Background: an optimization exercise with open tools, aiming at small area, a short achievable clock period and few clock cycles per item. Do not read the settings as production practice.
Only simulation tests tie the RTL to the original design; equivalence was not proved.

## flow/design.v (module list and top-level ports; edited modules follow where they fit)
// module hslrgb_mul_c: 355 lines
// module hslrgb_booth: 17 lines
// module hslrgb_mul_x: 548 lines
// module hslrgb_div: 565 lines
// module hsl_to_rgb_converter_unit: 147 lines
module hsl_to_rgb_converter_unit #(
  parameter int FRACTION_BITS = hslrgb_pkg::FRACTION_BITS
) (
  input  logic             clk,
  input  logic             rst_n,
  input  logic             in_valid,
  output logic             in_stall,
  input  hslrgb_pkg::hsl_t in_data,
  output logic             out_valid,
  input  logic             out_stall,
  output hslrgb_pkg::rgb_t out_data
);
  // ...
==> flow/flow/run.sh <==
#!/bin/bash
# The standard layout (the standard.sh: ORFS synthesis to finish) with two
# changes that keep the design and its registers as the standard synthesis
# makes them:
#  - after synthesis, flow/invopt.py removes inverters around full adders
#    (a full adder of inverted inputs gives inverted outputs), a purely
#    combinational rewrite of the netlist;
#  - the port buffers use the smallest plain buffer instead of the delay
#    buffer buffer_ports picks by default. Every port is still buffered.
set -euo pipefail
RES=orfs/results/${FLOW_PLATFORM:-sky130hd}/hsl_to_rgb_converter_unit/base
bash standard.sh synth > standard_synth.log 2>&1
cp $RES/1_2_yosys.v yosys_netlist_orig.v
if python3 flow/invopt.py yosys_netlist_orig.v yosys_netlist_opt.v > invopt.log 2>&1; then
  cp yosys_netlist_opt.v $RES/1_2_yosys.v
  rm -f $RES/1_synth.odb $RES/1_synth.sdc
fi
bash standard.sh "BUFFER_PORTS_ARGS=-buffer_cell sky130_fd_sc_hd__buf_1" finish > standard_flow.log 2>&1
==> flow/flow/invopt.py <==
#!/usr/bin/env python3
"""Remove inverters around full adders in a flat gate-level netlist.

A full adder is self-dual: FA(~a, ~b, ~c) = (~sum, ~cout). Flipping an adder
(feeding it the complements of its inputs and complementing its outputs)
keeps the logic unchanged; a flip is kept when it removes more inverters than
it adds. Only sky130 fa_* and inv_* cells are touched.

usage: invopt.py in.v out.v
"""
import re, sys, copy

LIB = "sky130_fd_sc_hd__"
OUTP = {"X", "Y", "Q", "Q_N", "SUM", "COUT", "HI", "LO"}

def parse(path):
    text = open(path).read()
    m = re.search(r"^\s*module\s+(\S+)\s*\(", text, re.M)
    body_start = m.start()
    cell_re = re.compile(r"^  (" + LIB + r"\w+)\s+(\\\S+ |\S+)\s*\((.*?)\);\n", re.S | re.M)
    cells = {}
    order = []
    first = None
    last = None
    for cm in cell_re.finditer(text):
        if first is None:
            first = cm.start()
        last = cm.end()
        typ, name, body = cm.group(1), cm.group(2).strip(), cm.group(3)
        pins = {}
        for pm in re.finditer(r"\.(\w+)\(\s*(\\\S+ |[^)]*?)\s*\)", body):
            pins[pm.group(1)] = pm.group(2).strip()
        cells[name] = [typ, pins, cm.group(0)]
        order.append(name)
    head = text[:first]
    tail = text[last:]
    # output ports (bits)
    outs = set()
    for om in re.finditer(r"^\s*output\s+(\[(\d+):(\d+)\]\s+)?(\S+);", head, re.M):
        if om.group(1):
            hi, lo = int(om.group(2)), int(om.group(3))
            for b in range(min(hi, lo), max(hi, lo) + 1):
                outs.add(f"{om.group(4)}[{b}]")
        else:
            outs.add(om.group(4))
    return head, tail, cells, order, outs

class NL:
    def __init__(self, cells, order, outs):
        self.cells = cells
        self.order = order
        self.outs = outs
        self.n = 0
        self.newwires = []
        self.rebuild()
    def rebuild(self):
        self.drv = {}
        self.loads = {}
        for name, (typ, pins, _) in self.cells.items():
            for p, net in pins.items():
                if p in OUTP:
                    self.drv[net] = (name, p)
                else:
                    self.loads.setdefault(net, []).append((name, p))
    def is_inv(self, name):
        return self.cells[name][0].startswith(LIB + "inv_")
    def ninv(self):
        return sum(1 for c in self.cells if self.is_inv(c))
    def fresh(self, base):
        self.n += 1
        return f"_inv{base}{self.n}_"

def set_pin(nl, name, pin, net):
    nl.cells[name][1][pin] = net
    nl.cells[name][2] = None

def add_inv(nl, a, y):
    name = nl.fresh("c")
    nl.cells[name] = [LIB + "inv_1", {"A": a, "Y": y}, None]
    nl.order.append(name)
    return name

def sweep(nl):
    changed = True
    while changed:
        changed = False
        nl.rebuild()
        for name in list(nl.cells):
            if nl.is_inv(name):
                y = nl.cells[name][1]["Y"]
                if not nl.loads.get(y) and y not in nl.outs:
                    del nl.cells[name]
                    changed = True

def flip(nl, f):
    nl.rebuild()
    typ, pins, _ = nl.cells[f]
    for p in ("A", "B", "CIN"):
        x = pins[p]
        d = nl.drv.get(x)
        if d and nl.is_inv(d[0]):
            set_pin(nl, f, p, nl.cells[d[0]][1]["A"])
        else:
            inv = [l for l, lp in nl.loads.get(x, []) if nl.is_inv(l)]
            if inv:
                set_pin(nl, f, p, nl.cells[inv[0]][1]["Y"])
            else:
                w = nl.fresh("w")
                nl.newwires.append(w)
                add_inv(nl, x, w)
                set_pin(nl, f, p, w)
    for q in ("SUM", "COUT"):
        z = pins[q]
        zn = nl.fresh("w")
        nl.newwires.append(zn)
        set_pin(nl, f, q, zn)
        need_true = z in nl.outs
        for (l, lp) in nl.loads.get(z, []):
            if l == f:
                continue
            if nl.is_inv(l) and nl.cells[l][1]["Y"] not in nl.outs:
                w = nl.cells[l][1]["Y"]
                for (l2, lp2) in nl.loads.get(w, []):
                    set_pin(nl, l2, lp2, zn)
                del nl.cells[l]
            else:
                need_true = True
        if need_true:
            add_inv(nl, zn, z)
    sweep(nl)

def optimize(nl):
    sweep(nl)
    base = nl.ninv()
    improved = True
    while improved:
        improved = False
        fas = [c for c in nl.cells if nl.cells[c][0].startswith(LIB + "fa_")]
        for f in fas:
            if f not in nl.cells:
                continue
            before = nl.ninv()
            snap = (copy.deepcopy(nl.cells), list(nl.order), nl.n, list(nl.newwires))
            flip(nl, f)
            after = nl.ninv()
            if after < before:
                improved = True
            else:
                nl.cells, nl.order, nl.n, nl.newwires = snap
                nl.rebuild()
    return base, nl.ninv()

def emit(nl, head, tail):
    out = [head.rstrip("\n") + "\n"]
    for w in nl.newwires:
        out.append(f"  wire {w};\n")
    for name in nl.order:
        if name not in nl.cells:
            continue
        typ, pins, text = nl.cells[name]
        if text is not None:
            out.append(text)
            continue
        def fmt(n):
            return n + " " if n.startswith("\\") else n
        ps = ",\n".join(f"    .{p}({fmt(n)})" for p, n in pins.items())
        out.append(f"  {typ} {fmt(name)} (\n{ps}\n  );\n")
    out.append(tail)
    return "".join(out)

if __name__ == "__main__":
    head, tail, cells, order, outs = parse(sys.argv[1])
    nl = NL(cells, order, outs)
    b, a = optimize(nl)
    open(sys.argv[2], "w").write(emit(nl, head, tail))
    print(f"invopt: inverters {b} -> {a}")
==> flow/standard.sh <==
#!/bin/bash
# synth_recipe.tcl (not shown) runs the flow's synth.tcl, then flattens the netlist and writes it again
# the make line also repeats each setting of config.mk as NAME=value (left out here)
make -C /OpenROAD-flow-scripts/flow DESIGN_CONFIG=/design/flow/config.mk WORK_HOME=/design/flow/orfs CLKGATE_MAP_FILE= SYNTH_SCRIPT=/design/flow/synth_recipe.tcl "${@:-finish}"
==> flow/config.mk <==
export PLATFORM = sky130hd
export DESIGN_NAME = hsl_to_rgb_converter_unit
export DESIGN_NICKNAME = hsl_to_rgb_converter_unit
export VERILOG_FILES = /design/flow/design.v
export SDC_FILE = /design/flow/constraint.sdc
export NUM_CORES = 4
export LEC_CHECK = 0
export ABC_AREA = 1
export CAP_MARGIN = 20
export CORE_MARGIN = 2
export CORE_UTILIZATION = 40
export PLACE_DENSITY = 0.6
export SETUP_SLACK_MARGIN = 2.1
export SLEW_MARGIN = 20
==> flow/constraint.sdc <==
create_clock -name core_clock -period 7.0 [get_ports {clk}]
set_input_delay 1.4000 -clock core_clock [delete_from_list [all_inputs] [get_ports {clk}]]
set_output_delay 1.4000 -clock core_clock [all_outputs]
set_load 0.01 [all_outputs]
==> metrics.md, run 1 <==
| Metric | Value |
|---|---|
| Outcome | `timing/DRC/antenna clean` |
| Grt met3 use | `0.0432` |
| Top sig layer | `met4` |
| Clock Sinks | `195` |
| Final instance area | `19,700 um2` |
| Hold slack | `about 0.42 ns` |
| Final Setup Violations | `0` |
| Min-Delay Startpoint | `s1_sect_r[1]$_DFFE_PN_` |
| Vias in the first global route | `approximately 14k` |
| Layout filler cell count | `4,129` |
| Final Hold Viols | `0` |
| Sequential portion of the cell area | `0.295` |
| Synth Instances | `between 1.5k and 2k` |
| Syn Area/Cell | `between 9 and 10 um2` |
| Share of layout cells above drive strength 1 | `0.0918` |
| Reg2reg setup slack | `2.33 ns` |
| First-pass GRT wire length | `71,400 um` |
| Row count | `76` |
| Buffers added on ports | `85` |
| Yosys warns | `2` |
| Drt drc | `0` |
| Fraction of area in multi-input gates | `0.535` |
| Critical Path End | `s2_q_r[11]$_DFFE_PN_` |
| Non-clk bufs | `174` |
Testbench counts, summed over its fixed seeds: cycles 8,032, items 8,000.
==> inputs of run 2 (changes only) <==
--- a/flow/config.mk
+++ b/flow/config.mk
@@ -11,4 +11,4 @@
 export CORE_UTILIZATION = 40
 export PLACE_DENSITY = 0.6
-export SETUP_SLACK_MARGIN = 2.1
+export SETUP_SLACK_MARGIN = 2.4
 export SLEW_MARGIN = 20
==> run 2 against run 1 <==
Effect of this change: largest cell class unchanged; sequential share of layout area shrank 0.52 points; synthesized cell count did not move; highest routed layer unchanged; still clean on timing, DRC and antenna; setup slack better by 0.020 ns; non-clock buffer count rose by 30.
==> metrics.md, run 2 <==
| Metric | Value |
|---|---|
| Commonest non-fill, non-tap cell in the layout | `nand2_1 (unchanged)` |
| Placer Congestion | `0.958 (was 0.967)` |
| Final Max Tran Viols | `0 (unchanged)` |
| Routed vias | `14.4k (was 14.1k)` |
| Initial core utilization | `0.407 (unchanged)` |
| Initial DRC count | `1,451 (was 1,382)` |
| Minimum clock period | `4.65 ns (was 4.67 ns)` |
| Initial antenna violation count | `0 (unchanged)` |
| Die Span X | `213 um (unchanged)` |
| CP startpoint kind | `flop (unchanged)` |
| Min-Delay Startpoint | `s1_sect_r[1]$_DFFE_PN_ (unchanged)` |
| CTS max path bufs | `2 (unchanged)` |
| Tcrit/Tclk final | `0.664 (was 0.667)` |
| Final WS setup | `2.35 ns (was 2.33 ns)` |
| R2r startpoint | `s1_c_r[8]$_DFFE_PN_ (was s1_c_r[7]$_DFFE_PN_)` |
| Max FFs per register | `39 (unchanged)` |
| Pre-CTS setup slack | `2.04 ns (was 2.03 ns)` |
| DR pass1 iterations | `6 (unchanged)` |
| Max cap viols | `0 (unchanged)` |
| DIE HEIGHT | `213 um (unchanged)` |
| WS Path Type | `reg2reg (unchanged)` |
| Critical path's largest stage delay | `0.56 ns (about the same)` |
| Final Hold Viols | `0 (unchanged)` |
| Syn Area/Cell | `9.31 um2 (unchanged)` |
| Finished Core Util | `0.466 (was 0.457)` |
| Buffers added on ports | `85 (unchanged)` |
| Syn_nets | `2,204 (unchanged)` |
| Total CTS buffers | `17 (unchanged)` |
| Hold_buf cts | `0 (unchanged)` |
| Pin count of the biggest net entering global routing | `116 (was 107)` |
| Core Box Area | `43,200 um2 (unchanged)` |
| CP Max Fanout | `5 (was 6)` |
| Final instance area | `20,100 um2 (was 19,700 um2)` |
| CP bufs+invs | `2 (unchanged)` |
| CP max stage cell | `fa_1 (unchanged)` |
| Vias in the first global route | `13.6k (about the same)` |
| Post-route insts no fill | `2,629 (was 2,600)` |
| H-tree levels | `4 (unchanged)` |
| Clk Tree Root Cell | `clkbuf_16 (unchanged)` |
| Critical-path cell list | `clkinvlp_4, buf_4, o22ai_1, xor2_1, fa_1, fa_1, fa_1, fa_1, ha_4, nand2_1, nor2_1, a211oi_1, nand2_1, a21oi_2, o21ai_0, xor2_1 (was clkinvlp_4, o22ai_2, xor2_1, fa_1, fa_1, fa_1, fa_1, ha_4, a21oi_1, o21ai_0, a21oi_1, nand2_2, nand3_2, nand2_2, nand2_1, o211ai_1, buf_4, xor2_1)` |
| Final Setup Violations | `0 (unchanged)` |
| Most frequent cells in the layout | `274 x nand2_1, 226 x inv_1, 191 x edfxtp_1 (was 275 x nand2_1, 231 x inv_1, 191 x edfxtp_1)` |
| Routed len/inst | `18.1 um (was 17.5 um)` |
| Worst Max-Slew Pin Slew | `1.16 ns (was 1.09 ns)` |
| Synth Instances | `1,885 (unchanged)` |
| Critical path data arrival time | `4.88 ns (was 4.91 ns)` |
| All-Layer GR Usage | `0.209 (was 0.202)` |
| Max Clk Rate | `215 MHz (was 214 MHz)` |
| Clock Sinks | `195 (unchanged)` |
| Crit-path most repeated cell | `fa_1 (unchanged)` |
| I/O Pins | `86 (unchanged)` |
| CP delay by family, top | `adder cells (unchanged)` |
| N_diodes | `0 (unchanged)` |
| Grt ovf | `0 (unchanged)` |
| Layout Nets | `2,350 (was 2,321)` |
| Hold slack | `0.427 ns (was 0.417 ns)` |
| Final WL | `47,500 um (was 45,500 um)` |
| Vias/cell | `5.47 (was 5.41)` |
| Share of layout cells above drive strength 1 | `0.116 (was 0.0918)` |
| Biggest registers after layout | `out_r: 39 flops, s2_q_r: 16 flops (unchanged)` |
| Outcome | `timing/DRC/antenna clean (unchanged)` |
| Yosys warns | `2 (unchanged)` |
| Worst Hold Class | `reg2reg (unchanged)` |
| Detailed placement HPWL | `34,600 um (was 34,400 um)` |
| Reg2Reg Depth | `16 (was 18)` |
| CTS tree | `yes (unchanged)` |
| RSZ-0062 raised after global routing | `yes (was no)` |
| Area growth, synth to finish | `14.5% (was 12.4%)` |
| First-pass GRT wire length | `73,800 um (was 71,400 um)` |
| Slew HR | `0.221 (was 0.270)` |
| Setup crit end kind | `flop (unchanged)` |
| Final antenna-violating net count | `0 (unchanged)` |
| Hold worst-path end | `s2_sect_r[1]$_DFFE_PN_ (unchanged)` |
| Drt drc | `0 (unchanged)` |
| Row count | `76 (unchanged)` |
| Hold depth | `0 (unchanged)` |
| Cell Area, Synth | `17,600 um2 (unchanged)` |
| Worst Clk Skew | `0.0172 ns (was 0.0122 ns)` |
| Worst Path Required | `7.23 ns (was 7.24 ns)` |
| Clk slew on worst S/H paths | `0.08 ns (about the same)` |
| Clock latency on the worst-skew pair | `0.49 ns (about the same)` |
| Full die area | `45,600 um2 (unchanged)` |
| FF-to-FF End | `s2_q_r[14]$_DFFE_PN_ (was s2_q_r[11]$_DFFE_PN_)` |
| Biggest register | `out_r (unchanged)` |
| Setup tns final | `0 ns (unchanged)` |
| Placed Area | `18,300 um2 (unchanged)` |
| Placed instance count | `2,477 (unchanged)` |
| Reg2reg setup slack | `2.35 ns (was 2.33 ns)` |
==> run 2: changes by cell type in the layout (fill, tap and decap cells not counted), sizes merged <==
cell,before,now
buf,174,204
clkinvlp,25,30
clkbuf,19,17
bufinv,0,1
inv,242,234
clkinv,8,11
==> run 2: routing by layer <==
metal	vias up	track usage	wire length [um]
met4	0	0.0809	1540
met2	621	0.345	22200
met3	104	0.0331	3190
met5	-	0	0
met1	6851	0.275	20600
li1	6795	-	-
==> run 2: timing repair <==
item	CTS	global route
cloned	0	2
setup endpoints to repair	10	18
setup buffers	55	63
gates resized for setup	23	41
pin swaps	19	25
==> run 2: worst register-to-register path: stages, from the launching register on <==
cell and delay (ns):
edfxtp_1 0.41, clkinvlp_4 0.23, buf_4 0.20, o22ai_1 0.19, xor2_1 0.20, fa_1 0.50
fa_1 0.54, fa_1 0.43, fa_1 0.56, ha_4 0.24, nand2_1 0.08, nor2_1 0.05
a211oi_1 0.19, nand2_1 0.15, a21oi_2 0.18, o21ai_0 0.11, xor2_1 0.15
==> run 2: area by class of cell <==
class / instances / area (um2)
fillers: 4134 / 23100
repair inverters: 2 / 10.0
flip-flops and latches: 195 / 5820
well taps: 585 / 732
repair buffers: 204 / 1220
clock buffers: 17 / 425
inverters: 259 / 1070
clock inverters: 15 / 174
multi-input cells: 1352 / 10700
==> run 2: worst max-delay path by stage <==
stage / from / to / slack [ns] / depth (start not counted)
2_1_floorplan: s1_c_r[11]$_DFFE_PN_ / s2_q_r[13]$_DFFE_PN_ / 2.41 / 21
3_3_place_gp: s1_c_r[9]$_DFFE_PN_ / s2_q_r[13]$_DFFE_PN_ / 2.08 / 20
3_5_place_dp: s1_c_r[9]$_DFFE_PN_ / s2_q_r[13]$_DFFE_PN_ / 2.04 / 19
4_1_cts: s1_c_r[8]$_DFFE_PN_ / s2_q_r[13]$_DFFE_PN_ / 2.40 / 20
5_1_grt: s1_c_r[11]$_DFFE_PN_ / s2_q_r[13]$_DFFE_PN_ / 2.11 / 20
6_report: s1_c_r[8]$_DFFE_PN_ / s2_q_r[14]$_DFFE_PN_ / 2.35 / 16
==> inputs of run 3 (changes only) <==
--- a/flow/config.mk
+++ b/flow/config.mk
@@ -11,4 +11,4 @@
 export CORE_UTILIZATION = 40
 export PLACE_DENSITY = 0.6
-export SETUP_SLACK_MARGIN = 2.4
+export SETUP_SLACK_MARGIN = 2.3
 export SLEW_MARGIN = 20
==> run 3 against run 2 <==
Effect of this change: still clean on timing, DRC and antenna; sequential cell count is the same; die area stayed put; critical path depth is 1 higher; maximum frequency fell by 0.84%; via count decreased by 0.22%; wire length down 1.3%; synthesized cell count did not move; design area decreased by 0.73%; hold slack worse by 0.0019 ns; final cell count down 0.68%; largest cell class unchanged.
==> metrics.md, run 3 <==
| Metric | Value |
|---|---|
| Tcrit/Tclk final | `0.670 (was 0.664)` |
| CP max stage cell | `fa_1 (unchanged)` |
| Max FFs per register | `39 (unchanged)` |
| Hold_buf cts | `0 (unchanged)` |
| N_diodes | `0 (unchanged)` |
| Crit-path most repeated cell | `fa_1 (unchanged)` |
| Final Hold Viols | `0 (unchanged)` |
| Max cap viols | `0 (unchanged)` |
| Setup tns final | `0 ns (unchanged)` |
| Clk Tree Root Cell | `clkbuf_16 (unchanged)` |
| Post-route insts no fill | `2,611 (was 2,629)` |
| Biggest registers after layout | `out_r: 39 flops, s2_q_r: 16 flops (unchanged)` |
| Syn_nets | `2,204 (unchanged)` |
| Cell Area, Synth | `17,600 um2 (unchanged)` |
| Outcome | `timing/DRC/antenna clean (unchanged)` |
| Commonest non-fill, non-tap cell in the layout | `nand2_1 (unchanged)` |
| Most frequent cells in the layout | `273 x nand2_1, 227 x inv_1, 191 x edfxtp_1 (was 274 x nand2_1, 226 x inv_1, 191 x edfxtp_1)` |
| Placed instance count | `2,477 (unchanged)` |
| Syn Area/Cell | `9.31 um2 (unchanged)` |
| Yosys warns | `2 (unchanged)` |
| Grt ovf | `0 (unchanged)` |
| Layout Nets | `2,332 (was 2,350)` |
| CTS tree | `yes (unchanged)` |
| Buffers added on ports | `85 (unchanged)` |
| Biggest register | `out_r (unchanged)` |
| Vias/cell | `5.49 (was 5.47)` |
| Vias in the first global route | `13.6k (about the same)` |
| Critical path's largest stage delay | `0.56 ns (about the same)` |
| Minimum clock period | `4.69 ns (was 4.65 ns)` |
| Final WL | `46,900 um (was 47,500 um)` |
| Routed len/inst | `17.9 um (was 18.1 um)` |
| Total CTS buffers | `17 (unchanged)` |
| Final Max Tran Viols | `0 (unchanged)` |
| DIE HEIGHT | `213 um (unchanged)` |
| Drt drc | `0 (unchanged)` |
| Max Clk Rate | `213 MHz (was 215 MHz)` |
| Pin count of the biggest net entering global routing | `116 (unchanged)` |
| Final antenna-violating net count | `0 (unchanged)` |
| Worst Path Required | `7.23 ns (about the same)` |
| Clock Sinks | `195 (unchanged)` |
| Placer Congestion | `0.958 (unchanged)` |
| Setup crit end kind | `flop (unchanged)` |
| Row count | `76 (unchanged)` |
| CTS max path bufs | `2 (unchanged)` |
| Initial antenna violation count | `0 (unchanged)` |
| Final Setup Violations | `0 (unchanged)` |
| First-pass GRT wire length | `73,400 um (was 73,800 um)` |
| RSZ-0062 raised after global routing | `yes (unchanged)` |
| Worst Hold Class | `reg2reg (unchanged)` |
| Clk slew on worst S/H paths | `0.08 ns (about the same)` |
| H-tree levels | `4 (unchanged)` |
| CP startpoint kind | `flop (unchanged)` |
| Detailed placement HPWL | `34,600 um (unchanged)` |
| Worst Max-Slew Pin Slew | `1.14 ns (was 1.16 ns)` |
| Routed vias | `14.3k (was 14.4k)` |
| Core Box Area | `43,200 um2 (unchanged)` |
| CP Max Fanout | `5 (unchanged)` |
| I/O Pins | `86 (unchanged)` |
| Full die area | `45,600 um2 (unchanged)` |
| All-Layer GR Usage | `0.208 (was 0.209)` |
| Slew HR | `0.237 (was 0.221)` |
| Share of layout cells above drive strength 1 | `0.106 (was 0.116)` |
| Clock latency on the worst-skew pair | `0.49 ns (about the same)` |
| Critical path data arrival time | `4.92 ns (was 4.88 ns)` |
| Area growth, synth to finish | `13.6% (was 14.5%)` |
| Critical-path cell list | `clkinvlp_4, buf_4, buf_6, o22ai_2, xor2_1, fa_1, fa_1, fa_1, fa_1, ha_4, nand2_1, nor2_1, a211oi_2, nand2_2, a21oi_2, o21ai_0, xor2_1 (was clkinvlp_4, buf_4, o22ai_1, xor2_1, fa_1, fa_1, fa_1, fa_1, ha_4, nand2_1, nor2_1, a211oi_1, nand2_1, a21oi_2, o21ai_0, xor2_1)` |
| Worst Clk Skew | `0.0179 ns (was 0.0172 ns)` |
| Synth Instances | `1,885 (unchanged)` |
| Initial core utilization | `0.407 (unchanged)` |
| WS Path Type | `reg2reg (unchanged)` |
| Die Span X | `213 um (unchanged)` |
| Initial DRC count | `1,446 (was 1,451)` |
| DR pass1 iterations | `8 (was 6)` |
run 3: repair_timing:
action,in CTS,in global routing
setup buffers,46,56
endpoints found under the setup margin,6,14
pin swaps,0,26
gates resized for setup,15,45
run 3: area by class of cell:
cell class                 instances  area, um2
clock inverter                    15        174
tap                              585        732
inverter                         259       1070
multi-input combinational       1352      10600
timing repair buffer             188       1110
fill                            4151      23200
clock buffer                      17        425
sequential                       195       5820
run 3: final timing paths:
| path | to | cells after the start | from | slack, ns |
|---|---|---|---|---|
| max | s2_q_r[14]$_DFFE_PN_ | 17 | s1_c_r[8]$_DFFE_PN_ | 2.31 |
| min reg2reg | s2_sect_r[1]$_DFFE_PN_ | 0 | s1_sect_r[1]$_DFFE_PN_ | 0.42 |
| max reg2reg | s2_q_r[14]$_DFFE_PN_ | 17 | s1_c_r[8]$_DFFE_PN_ | 2.31 |
| min | s2_sect_r[1]$_DFFE_PN_ | 0 | s1_sect_r[1]$_DFFE_PN_ | 0.42 |
run 3: per-layer routing:
layer  vias to the layer above  part of all wire  GRT usage
li1                       6763                 -          -
met1                      6866              0.44      0.275
met2                       608              0.47      0.346
met3                       103             0.066     0.0341
met4                         0             0.030     0.0721
met5                         -                 0          0
run 3: worst max-delay path, delay by kind of cell, from the launching register on:
family	cells	cell delay, ns
AOI/OAI and AO/OA	4	0.62
xor gates and xnor gates	2	0.36
adders and majority gates	5	2.25
buffers and inverters	3	0.53
DFF	1	0.41
and+or+nand+nor	3	0.25
run 3: metrics by stage:
step	area, um2	setup slack (ns)	hold WS (ns)	util
CTS	19300	2.30	0.429	0.448
floorplan	17600	2.41	0.400	-
finish	20000	2.31	0.425	0.462
global route	20000	2.12	0.455	0.462
detailed placement	18300	2.04	0.409	0.424
global placement	18300	2.08	0.409	0.424
==> inputs of run 4 (changes only) <==
--- a/flow/config.mk
+++ b/flow/config.mk
@@ -11,4 +11,4 @@
 export CORE_UTILIZATION = 40
 export PLACE_DENSITY = 0.6
-export SETUP_SLACK_MARGIN = 2.3
+export SETUP_SLACK_MARGIN = 2.0
 export SLEW_MARGIN = 20
==> run 4 against run 3 <==
Effect of this change: wire length down 3.3%; design area down 2.2%; count of clock-buffer cells in the layout up 2; sequential cell count unchanged; clock skew down 0.0053 ns; critical path type unchanged; critical endpoint unchanged; largest cell class unchanged.
==> metrics.md, run 4 <==
| Metric | Value |
|---|---|
| Grt met3 use | `0.0393 (was 0.0341)` |
| Clock Sinks | `195 (unchanged)` |
| Die Span X | `213 um (unchanged)` |
| Final Setup Violations | `0 (unchanged)` |
| Max FFs per register | `39 (unchanged)` |
| CTS tree | `yes (unchanged)` |
| Drt drc | `0 (unchanged)` |
| Setup crit end kind | `flop (unchanged)` |
| RSZ-0062 raised after global routing | `no (was yes)` |
| Minimum clock period | `4.76 ns (was 4.69 ns)` |
| Critical path data arrival time | `4.99 ns (was 4.92 ns)` |
| Clk Tree Root Cell | `clkbuf_16 (unchanged)` |
| Crit path launch | `s1_c_r[8]$_DFFE_PN_ (unchanged)` |
| N_diodes | `0 (unchanged)` |
| Placer Congestion | `0.967 (was 0.958)` |
| Worst Clk Skew | `0.0125 ns (was 0.0179 ns)` |
| Worst Max-Slew Pin Slew | `1.06 ns (was 1.14 ns)` |
| Initial DRC count | `1,435 (was 1,446)` |
| Layout filler cell count | `4,158 (was 4,151)` |
| Final antenna-violating net count | `0 (unchanged)` |
| All-Layer GR Usage | `0.201 (was 0.208)` |
| Final WL | `45,300 um (was 46,900 um)` |
| Routed len/inst | `17.6 um (was 17.9 um)` |
| Critical Path End | `s2_q_r[14]$_DFFE_PN_ (unchanged)` |
| Row count | `76 (unchanged)` |
| Tcrit/Tclk final | `0.680 (was 0.670)` |
| DR pass1 iterations | `6 (was 8)` |
| Syn_nets | `2,204 (unchanged)` |
| Reg2Reg Depth | `16 (was 17)` |
| WS Path Type | `reg2reg (unchanged)` |
| Reg2reg setup slack | `2.24 ns (was 2.31 ns)` |
| Area growth, synth to finish | `11.1% (was 13.6%)` |
| Clk slew on worst S/H paths | `0.08 ns (about the same)` |
| Biggest register | `out_r (unchanged)` |
| Worst Path Required | `7.23 ns (about the same)` |
| Pin count of the biggest net entering global routing | `107 (was 116)` |
| CTS max path bufs | `2 (unchanged)` |
| Hold_buf cts | `0 (unchanged)` |
| Commonest non-fill, non-tap cell in the layout | `nand2_1 (unchanged)` |
| Syn Area/Cell | `9.31 um2 (unchanged)` |
| Initial core utilization | `0.407 (unchanged)` |
| H-tree levels | `4 (unchanged)` |
| R2r startpoint | `s1_c_r[8]$_DFFE_PN_ (unchanged)` |
| Vias in the first global route | `13.5k (was 13.6k)` |
| Biggest registers after layout | `out_r: 39 flops, s2_q_r: 16 flops (unchanged)` |
| Layout Nets | `2,302 (was 2,332)` |
| Core Box Area | `43,200 um2 (unchanged)` |
| Met2 usage | `0.332 (was 0.346)` |
| CP startpoint kind | `flop (unchanged)` |
| Met1 Usage GRT | `0.261 (was 0.275)` |
| Max Clk Rate | `210 MHz (was 213 MHz)` |
| Slew HR | `0.289 (was 0.237)` |
| First-pass GRT wire length | `71,300 um (was 73,400 um)` |
| Cell Area, Synth | `17,600 um2 (unchanged)` |
| Routed vias | `14.0k (was 14.3k)` |
| Max cap viols | `0 (unchanged)` |
| Global route hottest layer | `met2 (unchanged)` |
| Final Max Tran Viols | `0 (unchanged)` |
| Total CTS buffers | `17 (unchanged)` |
| Vias/cell | `5.43 (was 5.49)` |
| Share of layout cells above drive strength 1 | `0.0746 (was 0.106)` |
| CP Max Fanout | `7 (was 5)` |
| Outcome | `timing/DRC/antenna clean (unchanged)` |
| Grt ovf | `0 (unchanged)` |
| Setup tns final | `0 ns (unchanged)` |
| I/O Pins | `86 (unchanged)` |
| Final Hold Viols | `0 (unchanged)` |
| Initial antenna violation count | `0 (unchanged)` |
| Synth Instances | `1,885 (unchanged)` |
| Yosys warns | `2 (unchanged)` |
| Most frequent cells in the layout | `277 x nand2_1, 241 x inv_1, 191 x edfxtp_1 (was 273 x nand2_1, 227 x inv_1, 191 x edfxtp_1)` |
| Clock latency on the worst-skew pair | `0.49 ns (about the same)` |
| Buffers added on ports | `85 (unchanged)` |
| FF-to-FF End | `s2_q_r[14]$_DFFE_PN_ (unchanged)` |
| Worst Hold Class | `reg2reg (unchanged)` |
| Detailed placement HPWL | `34,400 um (was 34,600 um)` |
| DIE HEIGHT | `213 um (unchanged)` |
| Full die area | `45,600 um2 (unchanged)` |
[run 4: final cells by class]
class                      instances  area [um2]  area share
clock buffer                      19         433      0.0222
clock inverter                    13         119     0.00609
inverter                         259        1010      0.0520
multi-input combinational       1352       10500       0.539
sequential                       195        5820       0.298
tap                              585         732      0.0375
timing repair buffer             154         853      0.0438
timing repair inverter             4        22.5     0.00115
[run 4: worst max-delay path: stages (launching register included)]
cell and delay, ns:
edfxtp_1 0.42, clkinvlp_4 0.25, buf_4 0.24, o22ai_1 0.16, xor2_1 0.20, fa_1 0.49
fa_1 0.55, fa_1 0.44, fa_1 0.47, ha_1 0.36, nand2_1 0.11, nor2_1 0.05
a211oi_1 0.16, nand2_1 0.14, a21oi_2 0.19, o21ai_0 0.12, xor2_1 0.16
[run 4: worst min-delay path by stage]
stage,startpoint,to,slack [ns],cells after the start
floorplan,s0_sect_r[0]$_DFFE_PN_,s1_sect_r[0]$_DFFE_PN_,0.40,0
global placement,s1_sect_r[1]$_DFFE_PN_,s2_sect_r[1]$_DFFE_PN_,0.40,0
detailed placement,s1_sect_r[1]$_DFFE_PN_,s2_sect_r[1]$_DFFE_PN_,0.40,0
CTS,s1_sect_r[1]$_DFFE_PN_,s2_sect_r[1]$_DFFE_PN_,0.42,0
global route,s1_sect_r[1]$_DFFE_PN_,s2_sect_r[1]$_DFFE_PN_,0.43,0
finish,s1_sect_r[1]$_DFFE_PN_,s2_sect_r[1]$_DFFE_PN_,0.41,0
[run 4: layer usage]
metal	wire length, um	share of wire	vias up
met3	3090	0.068	94
met5	0	0	-
li1	-	-	6694
met1	19700	0.43	6633
met2	21100	0.46	586
met4	1470	0.032	0
[run 4: timing repair]
| item | in CTS | in global routing |
|---|---|---|
| setup endpoints to repair | 0 | 6 |
| gates resized for setup | 0 | 19 |
| buffers inserted | 0 | 68 |
[run 4: through the flow]
stage	setup slack (ns)	hold WS (ns)	util	instances	cell area [um2]
3_3_place_gp	2.12	0.405	0.424	2477	18300
4_1_cts	2.03	0.416	0.437	2509	18900
2_1_floorplan	2.25	0.400	-	1885	17600
3_5_place_dp	2.03	0.405	0.424	2477	18300
6_report	2.24	0.414	0.452	2581	19500
5_1_grt	1.96	0.425	0.452	2581	19500
==> inputs of run 5 (changes only) <==
--- a/flow/config.mk
+++ b/flow/config.mk
@@ -11,4 +11,4 @@
 export CORE_UTILIZATION = 40
 export PLACE_DENSITY = 0.6
-export SETUP_SLACK_MARGIN = 2.0
+export SETUP_SLACK_MARGIN = 2.2
 export SLEW_MARGIN = 20
==> run 5 against run 4 <==
Effect of this change: still clean on timing, DRC and antenna; area after synthesis stayed put; hold slack better by 0.00052 ns; wire length is 0.44% higher; maximum frequency rose by 2.9%; non-clock buffer count increased by 17; setup slack better by 0.13 ns; critical path depth grew 3; final cell count is 0.50% higher; utilization increased by 0.57 points; register-to-register slack better by 0.13 ns; largest cell class unchanged.
==> metrics.md, run 5 <==
| Metric | Value |
|---|---|
| Outcome | `timing/DRC/antenna clean (unchanged)` |
| Hold_buf cts | `0 (unchanged)` |
| Most frequent cells in the layout | `273 x nand2_1, 229 x inv_1, 191 x edfxtp_1 (was 277 x nand2_1, 241 x inv_1, 191 x edfxtp_1)` |
| Clock Sinks | `195 (unchanged)` |
| Layout filler cell count | `4,138 (was 4,158)` |
| Placer Congestion | `0.967 (unchanged)` |
| Core Box Area | `43,200 um2 (unchanged)` |
| Commonest non-fill, non-tap cell in the layout | `nand2_1 (unchanged)` |
| Top sig layer | `met4 (unchanged)` |
| Setup tns final | `0 ns (unchanged)` |
| Vias in the first global route | `13.6k (was 13.5k)` |
| Max Clk Rate | `216 MHz (was 210 MHz)` |
| Drt drc | `0 (unchanged)` |
| Syn_nets | `2,204 (unchanged)` |
| Worst Clk Skew | `0.0126 ns (was 0.0125 ns)` |
| Total length of routed met2 wires | `21,000 um (was 21,100 um)` |
| Die Span X | `213 um (unchanged)` |
| Routed len/inst | `17.6 um (about the same)` |
| WS Path Type | `reg2reg (unchanged)` |
| Final antenna-violating net count | `0 (unchanged)` |
| Minimum clock period | `4.63 ns (was 4.76 ns)` |
| Worst Path Required | `7.25 ns (was 7.23 ns)` |
| CP Max Fanout | `3 (was 7)` |
| Clk Tree Root Cell | `clkbuf_16 (unchanged)` |
| Clock latency on the worst-skew pair | `0.49 ns (about the same)` |
| Slew HR | `0.278 (was 0.289)` |
| Pin count of the biggest net entering global routing | `107 (unchanged)` |
| Routed vias | `14.1k (was 14.0k)` |
| Final Max Tran Viols | `0 (unchanged)` |
| Share of layout cells above drive strength 1 | `0.0946 (was 0.0746)` |
| CTS tree | `yes (unchanged)` |
| Initial DRC count | `1,441 (was 1,435)` |
| Synth Instances | `1,885 (unchanged)` |
| Tcrit/Tclk final | `0.661 (was 0.680)` |
| Initial core utilization | `0.407 (unchanged)` |
| Hold slack | `0.414 ns (about the same)` |
| I/O Pins | `86 (unchanged)` |
| Detailed placement HPWL | `34,400 um (unchanged)` |
| All-Layer GR Usage | `0.204 (was 0.201)` |
| Row count | `76 (unchanged)` |
| Setup crit end kind | `flop (unchanged)` |
| Max cap viols | `0 (unchanged)` |
| Grt ovf | `0 (unchanged)` |
| M1 WL | `19,800 um (was 19,700 um)` |
| Buffers added on ports | `85 (unchanged)` |
| H-tree levels | `4 (unchanged)` |
| Final WL | `45,500 um (was 45,300 um)` |
| N_diodes | `0 (unchanged)` |
| Full die area | `45,600 um2 (unchanged)` |
| DR pass1 iterations | `6 (unchanged)` |
| Vias/cell | `5.42 (was 5.43)` |
| Area growth, synth to finish | `12.5% (was 11.1%)` |
| Metal3 WL | `2990 um (was 3090 um)` |
| Final Hold Viols | `0 (unchanged)` |
| Worst Hold Class | `reg2reg (unchanged)` |
| First-pass GRT wire length | `71,900 um (was 71,300 um)` |
| Biggest registers after layout | `out_r: 39 flops, s2_q_r: 16 flops (unchanged)` |
| Clk slew on worst S/H paths | `0.08 ns (about the same)` |
| Initial antenna violation count | `0 (unchanged)` |
| RSZ-0062 raised after global routing | `yes (was no)` |
| DIE HEIGHT | `213 um (unchanged)` |
| CP startpoint kind | `flop (unchanged)` |
| Syn Area/Cell | `9.31 um2 (unchanged)` |
| Total CTS buffers | `17 (unchanged)` |
| Yosys warns | `2 (unchanged)` |
| CTS max path bufs | `2 (unchanged)` |
| Layout Nets | `2,315 (was 2,302)` |
| Cell Area, Synth | `17,600 um2 (unchanged)` |
| Final Setup Violations | `0 (unchanged)` |
| Max FFs per register | `39 (unchanged)` |
| Biggest register | `out_r (unchanged)` |
| Worst Max-Slew Pin Slew | `1.08 ns (was 1.06 ns)` |
| Critical path data arrival time | `4.88 ns (was 4.99 ns)` |
[run 5: final cells by class]
type | instances | area, um2 | share of cell area
multi-input combinational | 1352 | 10600 | 0.538
clock buffer | 19 | 433 | 0.0219
sequential | 195 | 5820 | 0.295
timing repair buffer | 171 | 972 | 0.0492
tap | 585 | 732 | 0.0371
inverter | 259 | 1060 | 0.0536
clock inverter | 13 | 119 | 0.00602
[run 5: path summary, 6_finish.rpt]
path                          startpoint                      to  slack, ns  cells after the start
setup reg to reg    s1_c_r[11]$_DFFE_PN_    s2_q_r[13]$_DFFE_PN_       2.37                     19
setup / recovery    s1_c_r[11]$_DFFE_PN_    s2_q_r[13]$_DFFE_PN_       2.37                     19
hold / removal    s1_sect_r[1]$_DFFE_PN_  s2_sect_r[1]$_DFFE_PN_       0.41                      0
hold reg to reg   s1_sect_r[1]$_DFFE_PN_  s2_sect_r[1]$_DFFE_PN_       0.41                      0
[run 5: routing by layer]
metal / up-vias / global-route usage
met4: 0 / 0.0805
met2: 558 / 0.338
li1: 6730 / -
met3: 100 / 0.0422
met5: - / 0
met1: 6664 / 0.261
[run 5: timing repair]
action / 4_1_cts / 5_1_grt
cloned: 0 / 0
setup buffers: 23 / 62
pin swaps: 0 / 22
endpoints found under the setup margin: 4 / 11
gates resized for setup: 5 / 52
[run 5: metrics by stage]
step                utilization  instances  instance area [um2]  setup slack (ns)
global placement          0.424       2477                18300              2.12
global route              0.457       2594                19700              2.12
floorplan                     -       1885                17600              2.25
CTS                       0.442       2532                19100              2.20
detailed placement        0.424       2477                18300              2.03
finish                    0.457       2594                19700              2.37
[run 5: critical path: stages, from the launching register on]
cell	delay, ns
edfxtp_1	0.43
clkinvlp_4	0.20
o22ai_1	0.20
xor2_1	0.24
fa_1	0.45
fa_1	0.52
fa_1	0.54
fa_1	0.46
ha_4	0.32
nand2_4	0.07
nor2_4	0.14
nand3_2	0.09
nand2_2	0.10
nand3_2	0.06
nand2_2	0.09
nand2_2	0.05
o211ai_1	0.13
nand3_1	0.14
nand3_1	0.09
nand2_1	0.05
==> inputs of run 6 (changes only) <==
--- a/flow/config.mk
+++ b/flow/config.mk
@@ -9,6 +9,6 @@
 export CAP_MARGIN = 20
 export CORE_MARGIN = 2
-export CORE_UTILIZATION = 40
-export PLACE_DENSITY = 0.6
+export CORE_UTILIZATION = 50
+export PLACE_DENSITY = 0.65
 export SETUP_SLACK_MARGIN = 2.2
 export SLEW_MARGIN = 20
==> run 6 against run 5 <==
Effect of this change: critical path type unchanged; still clean on timing, DRC and antenna; die area fell by 20%; wire length fell by 4.8%; area after synthesis did not move.
==> metrics.md, run 6 <==
| Metric | Value |
|---|---|
| Yosys warns | `2 (unchanged)` |
| Final Hold Viols | `0 (unchanged)` |
| Detailed placement HPWL | `32,900 um (was 34,400 um)` |
| Setup tns final | `0 ns (unchanged)` |
| Pin count of the biggest net entering global routing | `116 (was 107)` |
| Cell Area, Synth | `17,600 um2 (unchanged)` |
| Critical-path cell list | `clkinvlp_4, o22ai_4, xor2_2, fa_1, fa_1, fa_1, fa_1, ha_4, nand2_1, nor2_2, nand3_1, nand2_2, nand3_2, nand2_2, nand2_1, o211ai_1, nand2_1, nand3b_1, nand2_1 (was clkinvlp_4, o22ai_1, xor2_1, fa_1, fa_1, fa_1, fa_1, ha_4, nand2_4, nor2_4, nand3_2, nand2_2, nand3_2, nand2_2, nand2_2, o211ai_1, nand3_1, nand3_1, nand2_1)` |
| Max FFs per register | `39 (unchanged)` |
| Vias in the first global route | `13.5k (was 13.6k)` |
| Die Span X | `191 um (was 213 um)` |
| Total CTS buffers | `17 (unchanged)` |
| Commonest non-fill, non-tap cell in the layout | `nand2_1 (unchanged)` |
| Pre-CTS setup slack | `2.05 ns (was 2.03 ns)` |
| Initial core utilization | `0.508 (was 0.407)` |
| Biggest register | `out_r (unchanged)` |
| Row count | `68 (was 76)` |
| Clk Tree Root Cell | `clkbuf_16 (unchanged)` |
| I/O Pins | `86 (unchanged)` |
| Layout Nets | `2,292 (was 2,315)` |
| Worst Hold Class | `reg2reg (unchanged)` |
| All-Layer GR Usage | `0.243 (was 0.204)` |
| Final antenna-violating net count | `0 (unchanged)` |
| Routed vias | `13.9k (was 14.1k)` |
| Footprint of the multi-input gates | `10,600 um2 (about the same)` |
| Biggest registers after layout | `out_r: 39 flops, s2_q_r: 16 flops (unchanged)` |
| Clk slew on worst S/H paths | `0.08 ns (about the same)` |
| N_diodes | `0 (unchanged)` |
| CP startpoint kind | `flop (unchanged)` |
| Max Clk Rate | `213 MHz (was 216 MHz)` |
| Buffers added on ports | `85 (unchanged)` |
| Syn_nets | `2,204 (unchanged)` |
| Worst Clk Skew | `0.0171 ns (was 0.0126 ns)` |
| CP Max Fanout | `6 (was 3)` |
| Drt drc | `0 (unchanged)` |
| Core Box Area | `34,500 um2 (was 43,200 um2)` |
| Syn Area/Cell | `9.31 um2 (unchanged)` |
| Critical path data arrival time | `4.91 ns (was 4.88 ns)` |
| Placer Congestion | `0.971 (was 0.967)` |
| RSZ-0062 raised after global routing | `yes (unchanged)` |
| Minimum clock period | `4.69 ns (was 4.63 ns)` |
| Layout filler cell count | `3,145 (was 4,138)` |
| Setup crit end kind | `flop (unchanged)` |
| Final WL | `43,400 um (was 45,500 um)` |
| Clock latency on the worst-skew pair | `0.46 ns (was 0.49 ns)` |
| Worst Path Required | `7.22 ns (was 7.25 ns)` |
| Initial DRC count | `1,360 (was 1,441)` |
| Final Max Tran Viols | `0 (unchanged)` |
| Reg2reg setup slack | `2.31 ns (was 2.37 ns)` |
| Share of layout cells above drive strength 1 | `0.0811 (was 0.0946)` |
| Area growth, synth to finish | `10.8% (was 12.5%)` |
| Worst Max-Slew Pin Slew | `1.05 ns (was 1.08 ns)` |
| H-tree levels | `4 (unchanged)` |
| DIE HEIGHT | `191 um (was 213 um)` |
| Vias/cell | `5.68 (was 5.42)` |
| CP max stage cell | `fa_1 (unchanged)` |
| Full die area | `36,600 um2 (was 45,600 um2)` |
| Routed len/inst | `17.8 um (was 17.6 um)` |
| Hold_buf cts | `0 (unchanged)` |
| CP delay by family, top | `adder cells (unchanged)` |
| CTS tree | `yes (unchanged)` |
| Most frequent cells in the layout | `274 x nand2_1, 237 x inv_1, 191 x edfxtp_1 (was 273 x nand2_1, 229 x inv_1, 191 x edfxtp_1)` |
| Initial antenna violation count | `0 (unchanged)` |
| Outcome | `timing/DRC/antenna clean (unchanged)` |
| Critical path's largest stage delay | `0.54 ns (about the same)` |
| DR pass1 iterations | `6 (unchanged)` |
| CTS max path bufs | `2 (unchanged)` |
| Grt ovf | `0 (unchanged)` |
| Register Area | `5820 um2 (unchanged)` |
| CP bufs+invs | `1 (unchanged)` |
| Max cap viols | `0 (unchanged)` |
| Slew HR | `0.302 (was 0.278)` |
| Final Setup Violations | `0 (unchanged)` |
| Tcrit/Tclk final | `0.670 (was 0.661)` |
| First-pass GRT wire length | `69,900 um (was 71,900 um)` |
| Final WS setup | `2.31 ns (was 2.37 ns)` |
| WS Path Type | `reg2reg (unchanged)` |
| Synth Instances | `1,885 (unchanged)` |
| Clock Sinks | `195 (unchanged)` |
run 6: through the flow:
| stage | instances | cell area (um2) | util | hold slack (ns) |
|---|---|---|---|---|
| 6_report | 2441 | 19400 | 0.563 | 0.424 |
| 5_1_grt | 2441 | 19400 | 0.563 | 0.445 |
| 3_3_place_gp | 2350 | 18200 | 0.526 | 0.409 |
| 4_1_cts | 2402 | 19000 | 0.549 | 0.425 |
| 2_1_floorplan | 1885 | 17600 | - | 0.400 |
| 3_5_place_dp | 2350 | 18200 | 0.526 | 0.406 |
run 6: final timing paths:
kind,cells after the start,from,endpoint
worst max register to register,19,s1_one_r[2]$_DFFE_PN_,s2_q_r[15]$_DFFE_PN_
worst min-delay path,0,s0_sect_r[2]$_SDFFCE_PP1N_,s1_sect_r[2]$_DFFE_PN_
worst min register to register,0,s0_sect_r[2]$_SDFFCE_PP1N_,s1_sect_r[2]$_DFFE_PN_
worst max-delay path,19,s1_one_r[2]$_DFFE_PN_,s2_q_r[15]$_DFFE_PN_
run 6: routing by layer:
metal	GRT usage	routed length [um]	vias up
li1	-	-	6673
met1	0.318	18600	6562
met2	0.408	21000	536
met3	0.0345	2570	85
met4	0.0911	1260	0
met5	0	0	-
run 6: worst reg2reg max path, delay by kind of cell (launching register included):
kind,cells,cell delay (ns)
flip-flops,1,0.42
adder cells (fa/ha/maj),5,2.29
AO/OA/AOI/OAI,2,0.40
XOR/XNOR,1,0.19
AND/OR/NAND/NOR,10,0.95
buffers and inverters,1,0.21
run 6: final cells by class:
| cell class | count | area share |
|---|---|---|
| clock buffer | 17 | 0.0219 |
| clock inverter | 15 | 0.00972 |
| inverter | 259 | 0.0527 |
| timing repair buffer | 148 | 0.0409 |
| tap | 455 | 0.0293 |
| multi-input combinational | 1352 | 0.546 |
| sequential | 195 | 0.299 |
run 6: repair_timing:
action                     4_1_cts  5_1_grt
setup buffers                   20       39
setup endpoints to repair        4       10
pin swaps                        0       28
gates resized for setup          7       35
gates cloned                     0        0

-- re-timing with driven ports --
In the flow no input, the clock included, has a driving cell. The finished layouts below were timed again as built, in two steps. Step 1 (the two cells are an assumption about what drives the block):
set clk [get_ports {clk}]
set_driving_cell -lib_cell sky130_fd_sc_hd__clkbuf_16 $clk
set_driving_cell -lib_cell sky130_fd_sc_hd__buf_2 [delete_from_list [all_inputs] $clk]
Step 2, shift: input delay + t, output delay - t, t = (earliest + latest rising clock arrival at the registers) / 2. This alone moves slack from input paths to output paths. Slacks: no drivers / after step 1 / after step 2; pairs: no drivers / after step 1.
| run | shift t [ns] | setup WS [ns] | worst register clock-pin slew, ns | pins driven straight from the clock port |
|---|---|---|---|---|
| run 1 | 0.538 | 2.331 / 2.331 / 2.331 | 0.08 / 0.08 | 1 |
| run 2 | 0.544 | 2.351 / 2.351 / 2.338 | 0.08 / 0.08 | 1 |
| run 3 | 0.546 | 2.312 / 2.312 / 2.312 | 0.08 / 0.08 | 1 |
| run 4 | 0.532 | 2.240 / 2.240 / 2.240 | 0.08 / 0.08 | 1 |
| run 5 | 0.535 | 2.373 / 2.373 / 2.346 | 0.08 / 0.08 | 1 |
| run 6 | 0.505 | 2.312 / 2.312 / 2.263 | 0.08 / 0.08 | 1 |
After both steps every run listed still meets setup and hold. The setup slack of run 6, which loses most, moves by 0.000 ns with the drivers and by -0.049 ns with both steps.
